This design comes from an exercise in tuning for small area and a short achievable clock period on the open sky130 flow, not from production work.
RTL that was checked went through simulation tests only; none was proved equivalent to the original.
No activity file was given, so power comes from the tool's default toggle rates.

Setup of the previous run:
==> flow/design.v (excerpt) <==
module mecobo_core
(
  input  logic                        sys_clk,
  input  logic                        global_clock_reset,
  input  logic                        host_cs,
  input  logic                        host_wr,
  input  logic [7:0]                  host_addr,
  input  logic [15:0]                 host_wdata,
  output logic [15:0]                 host_rdata,
  output logic [8-1:0] pins
);
  logic [52:0] cmd_in;
  logic        cmd_push;
  logic        cmd_full;
  logic        cmd_empty;
  logic [7:0]  bus_hit;
  logic        bus_period;
  logic        bus_duty;
  logic        bus_mode;
  logic        bus_sample;
  logic [2:0]  bus_pin;
  logic [15:0] bus_value;
  logic        bus_value_z;
  logic [15:0] value_p1;
  logic        value_nz;
  logic [11:0] stamp;
  logic [15:0] cnt1 [8];
  logic [15:0] cnt1_hit;
  logic        lt_set;
  logic [15:0] sample;
  logic        sample_valid;
  logic        sample_pop;
  logic        sample_overflow;
  host_bus i_host_bus (
    .sys_clk            (sys_clk),
    .global_clock_reset (global_clock_reset),
    .host_cs            (host_cs),
    .host_wr            (host_wr),
    .host_addr          (host_addr),
    .host_wdata         (host_wdata),
    .host_rdata         (host_rdata),
    .cmd_push           (cmd_push),
    .cmd                (cmd_in),
    .cmd_full           (cmd_full),
    .cmd_empty          (cmd_empty),
    .sample_valid       (sample_valid),
    .sample             (sample),
    .sample_overflow    (sample_overflow),
    .sample_pop         (sample_pop)
  );
  scheduler i_scheduler (
    .sys_clk            (sys_clk),
    .global_clock_reset (global_clock_reset),
    .cmd_push           (cmd_push),
    .cmd_in             (cmd_in),
    .cmd_full           (cmd_full),
    .cmd_empty          (cmd_empty),
    .bus_hit            (bus_hit),
    .bus_period         (bus_period),
    .bus_duty           (bus_duty),
    .bus_mode           (bus_mode),
    .bus_sample         (bus_sample),
    .bus_pin            (bus_pin),
    .bus_value          (bus_value),
    .bus_value_z        (bus_value_z),
    .stamp              (stamp)
  );
  assign value_nz = !bus_value_z;
  assign value_p1 = {bus_value[15:1], bus_value[0] || !value_nz};
  always_comb begin
    cnt1_hit = '0;
  ...
Size: about 52 I/O pins, about 68000 µm² of cells after synthesis.
clock: 6.0 ns
lec_check: 0
cap_margin: 20
core_margin: 2
core_utilization: 40
place_density: 0.6
setup_slack_margin: 3.4
slew_margin: 20
run.sh (not shown) runs the stock make flow with config.mk's settings and CLKGATE_MAP_FILE= SYNTH_SCRIPT=/design/flow/synth_recipe.tcl, a recipe that flattens the netlist after the stock synthesis.
What the current run does differently from the previous run at the input level:
-- flow/design.v --
<<< the previous run, line 55
  logic [AW:0]      count_inc;
  logic [AW:0]      count_dec;
  logic [AW:0]      count_pop;
  logic [AW:0]      count_nopop;
  for (genvar i = 0; i <= AW; i++) begin : g_cnt
    if (i == 0) begin : g_lsb
>>> the current run, line 55
  logic [AW:0]      count_inc;
  logic [AW:0]      count_dec;
  for (genvar i = 0; i <= AW; i++) begin : g_cnt
    if (i == 0) begin : g_lsb
<<< the previous run, line 70
  assign do_push = push && !full;
  assign do_pop  = pop && valid;
  assign count_nopop = do_push ? count_inc : count;
  assign count_pop   = do_push ? (valid ? count : count_inc) : (valid ? count_dec : count);
  always_comb begin
    dout = '0;
>>> the current run, line 68
  assign do_push = push && !full;
  assign do_pop  = pop && valid;
  always_comb begin
    dout = '0;
<<< the previous run, line 89
      if (do_push) wr_ptr <= wr_ptr + 1'b1;
      if (do_pop)  rd_oh <= {rd_oh[DEPTH-2:0], rd_oh[DEPTH-1]};
      count <= pop ? count_pop : count_nopop;
    end
  end
>>> the current run, line 85
      if (do_push) wr_ptr <= wr_ptr + 1'b1;
      if (do_pop)  rd_oh <= {rd_oh[DEPTH-2:0], rd_oh[DEPTH-1]};
      case ({do_push, do_pop})
        2'b10:   count <= count_inc;
        2'b01:   count <= count_dec;
        default: count <= count;
      endcase
    end
  end
<<< the previous run, line 182
  output logic [2:0]  bus_pin,
  output logic [15:0] bus_value,
  output logic        bus_value_z,   
  output logic [11:0] stamp          
);
>>> the current run, line 182
  output logic [2:0]  bus_pin,
  output logic [15:0] bus_value,
  output logic [11:0] stamp          
);
<<< the previous run, line 298
    bus_pin    <= head0[18:16];
    bus_value  <= head0[15:0];
    bus_value_z <= (head0[15:0] == 16'd0);
  end
endmodule
>>> the current run, line 297
    bus_pin    <= head0[18:16];
    bus_value  <= head0[15:0];
  end
endmodule
<<< the previous run, line 414
  logic [2:0]  bus_pin;
  logic [15:0] bus_value;
  logic        bus_value_z;
  logic [15:0] value_p1;
  logic        value_nz;
>>> the current run, line 412
  logic [2:0]  bus_pin;
  logic [15:0] bus_value;
  logic [15:0] value_p1;
  logic        value_nz;
<<< the previous run, line 456
    .bus_pin            (bus_pin),
    .bus_value          (bus_value),
    .bus_value_z        (bus_value_z),
    .stamp              (stamp)
  );
  assign value_nz = !bus_value_z;
  assign value_p1 = {bus_value[15:1], bus_value[0] || !value_nz};
  always_comb begin
>>> the current run, line 453
    .bus_pin            (bus_pin),
    .bus_value          (bus_value),
    .stamp              (stamp)
  );
  assign value_nz = (bus_value != 16'd0);
  assign value_p1 = {bus_value[15:1], bus_value[0] || !value_nz};
  always_comb begin
Final cell utilization of the core of the previous run is on par with the current run.
Any difference in register-to-register slack between the previous run and the current run is small enough to ignore.
Diff the previous run..the current run | clock sink count | negligible
The current run: total routed wirelength is about 2.6% higher than what the previous run reported.
The previous run -> the current run: met3 wire length increased by more than 10%
From the previous run to the current run the numbers moved as follows: share of the final layout cell area in sequential cells -0.20 points, number of cells produced by synthesis barely changed, routed length on met2 now sits higher.
For the current run, only the layout was checked, not whether the RTL still works.

Another version of the RTL of mecobo_core (not shown whole).
For scale: about 4700 cells after synthesis, roughly 52 I/O pins, roughly 67000 µm² of cells after synthesis.
make LEC_CHECK=0 CAP_MARGIN=20 CORE_MARGIN=2 CORE_UTILIZATION=40 CTS_BUF_LIST=sky130_fd_sc_hd__clkbuf_16 CTS_CLUSTER_DIAMETER=60 CTS_CLUSTER_SIZE=30 PLACE_DENSITY=0.6 SETUP_SLACK_MARGIN=3.4 SLEW_MARGIN=20 finish   # period 6.0 ns
The first run produced a clean layout.
==> next run, changes <==
--- a/flow/design.v
+++ b/flow/design.v
@@ -185,17 +185,17 @@
   output logic [11:0] stamp          
 );
   localparam int MD = 14;
   logic [52:0]   mem [MD];
   logic [52:0]   head0;
   logic [52:0]   head1;
   logic [52:0]   mem_rd;
   logic [MD-1:0] rd_oh;
-  logic [MD-1:0] wr_oh;
+  logic [3:0]    wr_ptr;
   logic [4:0]    count;
   logic [31:0]   time_p1;            
   logic          due;
   logic          n0, n1, n2, nge2, nge3;
   logic          push_ok;
   logic          is_rst;
   logic          h_pd;
   logic [1:0]    h_kind;
@@ -243,44 +243,42 @@
   always_comb begin
     case ({push_ok, due})
       2'b10:   count_n = count_inc;
       2'b01:   count_n = count_dec;
       default: count_n = count;
     endcase
   end
   always_ff @(posedge sys_clk) begin
-    for (int k = 0; k < MD; k++) begin
-      if (push_ok && nge2 && wr_oh[k]) mem[k] <= cmd_in;
-    end
+    if (push_ok && nge2) mem[wr_ptr] <= cmd_in;
   end
   always_ff @(posedge sys_clk) begin
     head0 <= due ? (n1 ? cmd_in : head1) : (n0 ? cmd_in : head0);
     head1 <= due ? (nge3 ? mem_rd : cmd_in) : (nge2 ? head1 : cmd_in);
   end
   always_ff @(posedge sys_clk) begin
     if (global_clock_reset) begin
       count   <= '0;
       n0      <= 1'b1;
       n1      <= 1'b0;
       n2      <= 1'b0;
       nge2    <= 1'b0;
       nge3    <= 1'b0;
       rd_oh   <= MD'(1);
-      wr_oh   <= MD'(1);
+      wr_ptr  <= '0;
       due     <= 1'b0;
       time_p1 <= 32'd1;
     end else begin
       count   <= count_n;
       n0      <= (count_n == 5'd0);
       n1      <= (count_n == 5'd1);
       n2      <= (count_n == 5'd2);
       nge2    <= (count_n >= 5'd2);
       nge3    <= (count_n >= 5'd3);
-      if (push_ok && nge2) wr_oh <= {wr_oh[MD-2:0], wr_oh[MD-1]};
+      if (push_ok && nge2) wr_ptr <= (wr_ptr == 4'(MD - 1)) ? 4'd0 : wr_ptr + 4'd1;
       if (due && (nge3 || (n2 && push_ok))) rd_oh <= {rd_oh[MD-2:0], rd_oh[MD-1]};
       due     <= due_n;
       time_p1 <= (due && is_rst) ? 32'd1 : time_p1 + 32'd1;
     end
   end
   assign stamp = time_p1[11:0] - 12'd1;
   always_ff @(posedge sys_clk) begin
     if (global_clock_reset) begin
@@ -307,18 +305,17 @@
 (
   input  logic        sys_clk,
   input  logic        global_clock_reset,
   input  logic        hit,
   input  logic        bus_period,
   input  logic        bus_duty,
   input  logic        bus_mode,
   input  logic [15:0] bus_value,
-  input  logic [15:0] per1_d,        
-  input  logic [15:0] duty_d,        
+  input  logic [15:0] value_p1,      
   input  logic        value_nz,      
   input  logic        lt_set,        
   output logic [15:0] cnt1,
   output logic        pin
 );
   logic        is_high;
   logic        is_pwm;
   logic [15:0] per1;
@@ -335,28 +332,28 @@
   assign set_duty   = hit && bus_duty;
   assign set_mode   = hit && bus_mode;
   assign high_n = set_mode ? (bus_value[1:0] == 2'd1) : is_high;
   assign pwm_n  = set_mode ? (bus_value[1:0] == 2'd2) : is_pwm;
   assign step   = is_pwm && (cnt1 != per1) && !set_period;
   assign lt_n   = set_duty ? lt_set : (pin && (cnt1 != duty));
   assign nz_n   = set_duty ? value_nz : (duty != 16'd0);
   always_ff @(posedge sys_clk) begin
-    if (global_clock_reset || set_period) per1 <= per1_d;
-    if (global_clock_reset || set_duty) duty <= duty_d;
-  end
-  always_ff @(posedge sys_clk) begin
     if (global_clock_reset) begin
       is_high <= 1'b0;
       is_pwm  <= 1'b0;
+      per1    <= 16'd1;
+      duty    <= '0;
       cnt1    <= 16'd1;
       pin     <= 1'b0;
     end else begin
       is_high <= high_n;
       is_pwm  <= pwm_n;
+      if (set_period) per1 <= value_p1;
+      if (set_duty) duty <= bus_value;
       cnt1 <= step ? cnt1 + 16'd1 : 16'd1;
       pin  <= high_n || (pwm_n && (step ? lt_n : nz_n));
     end
   end
 endmodule
 `timescale 1ns/1ns
 module sample_collector
 (
@@ -413,18 +410,16 @@
   logic        bus_period;
   logic        bus_duty;
   logic        bus_mode;
   logic        bus_sample;
   logic [2:0]  bus_pin;
   logic [15:0] bus_value;
   logic        bus_value_z;
   logic [15:0] value_p1;
-  logic [15:0] per1_d;
-  logic [15:0] duty_d;
   logic        value_nz;
   logic [11:0] stamp;
   logic [15:0] cnt1 [8];
   logic [15:0] cnt1_hit;
   logic        lt_set;
   logic [15:0] sample;
   logic        sample_valid;
   logic        sample_pop;
@@ -460,36 +455,33 @@
     .bus_sample         (bus_sample),
     .bus_pin            (bus_pin),
     .bus_value          (bus_value),
     .bus_value_z        (bus_value_z),
     .stamp              (stamp)
   );
   assign value_nz = !bus_value_z;
   assign value_p1 = {bus_value[15:1], bus_value[0] || !value_nz};
-  assign per1_d   = global_clock_reset ? 16'd1 : value_p1;
-  assign duty_d   = global_clock_reset ? 16'd0 : bus_value;
   always_comb begin
     cnt1_hit = '0;
     for (int i = 0; i < 8; i++) begin
       cnt1_hit = cnt1_hit | (cnt1[i] & {16{bus_hit[i]}});
     end
   end
   assign lt_set = (cnt1_hit < bus_value);
   for (genvar i = 0; i < 8; i++) begin : g_pin
     pin_control i_pin_control (
       .sys_clk            (sys_clk),
       .global_clock_reset (global_clock_reset),
       .hit                (bus_hit[i]),
       .bus_period         (bus_period),
       .bus_duty           (bus_duty),
       .bus_mode           (bus_mode),
       .bus_value          (bus_value),
-      .per1_d             (per1_d),
-      .duty_d             (duty_d),
+      .value_p1           (value_p1),
       .value_nz           (value_nz),
       .lt_set             (lt_set),
       .cnt1               (cnt1[i]),
       .pin                (pins[i])
     );
   end
   sample_collector i_sample_collector (
     .sys_clk            (sys_clk),
Outcome:
- final cell count rose by 11%
- sequential share of layout area is lower by 3.6 points
- hold slack gets worse by 0.016 ns
- via count grows by 8.9%
- flip-flop and latch count drops by 10
- non-clock buffer count is lower by 21
- clock power went down by about 2%
Only the layout flow was run in the first run of this note; the RTL was not checked for function there.

## re-timing with driven ports
How much do the figures lean on ideal ports? The routed layouts below were timed once more, with nothing changed but the port constraints. Step 1, drivers: a clkbuf_16 drives sys_clk and a buf_2 each remaining input, both assumed. Step 2 moves the port delays by t, midway between the first and last clock arrival at a register: inputs arrive t later, outputs are due t later. That takes back most of the time a late clock gives input paths. a / b / c = no drivers / after step 1 / after step 2; a / b = the first two.
run | t, ns | setup WS [ns] | worst hold slack (ns) | clock arrival spread, ns
the previous run | 0.891 | 3.260 / 3.260 / 2.627 | 0.372 / 0.372 / 0.372 | 0.093 / 0.093
the current run | 0.900 | 3.264 / 3.264 / 2.457 | 0.338 / 0.338 / 0.338 | 0.032 / 0.032
the first run of note 2 | 0.837 | 3.158 / 3.158 / 2.628 | 0.381 / 0.381 / 0.381 | 0.094 / 0.094
the second run of note 2 | 0.844 | 3.224 / 3.224 / 2.629 | 0.365 / 0.365 / 0.365 | 0.062 / 0.062
After both steps setup and hold are still met in every run listed. For the current run, which loses most, drivers alone change the setup slack by 0.000 ns; drivers and shift together by -0.807 ns.
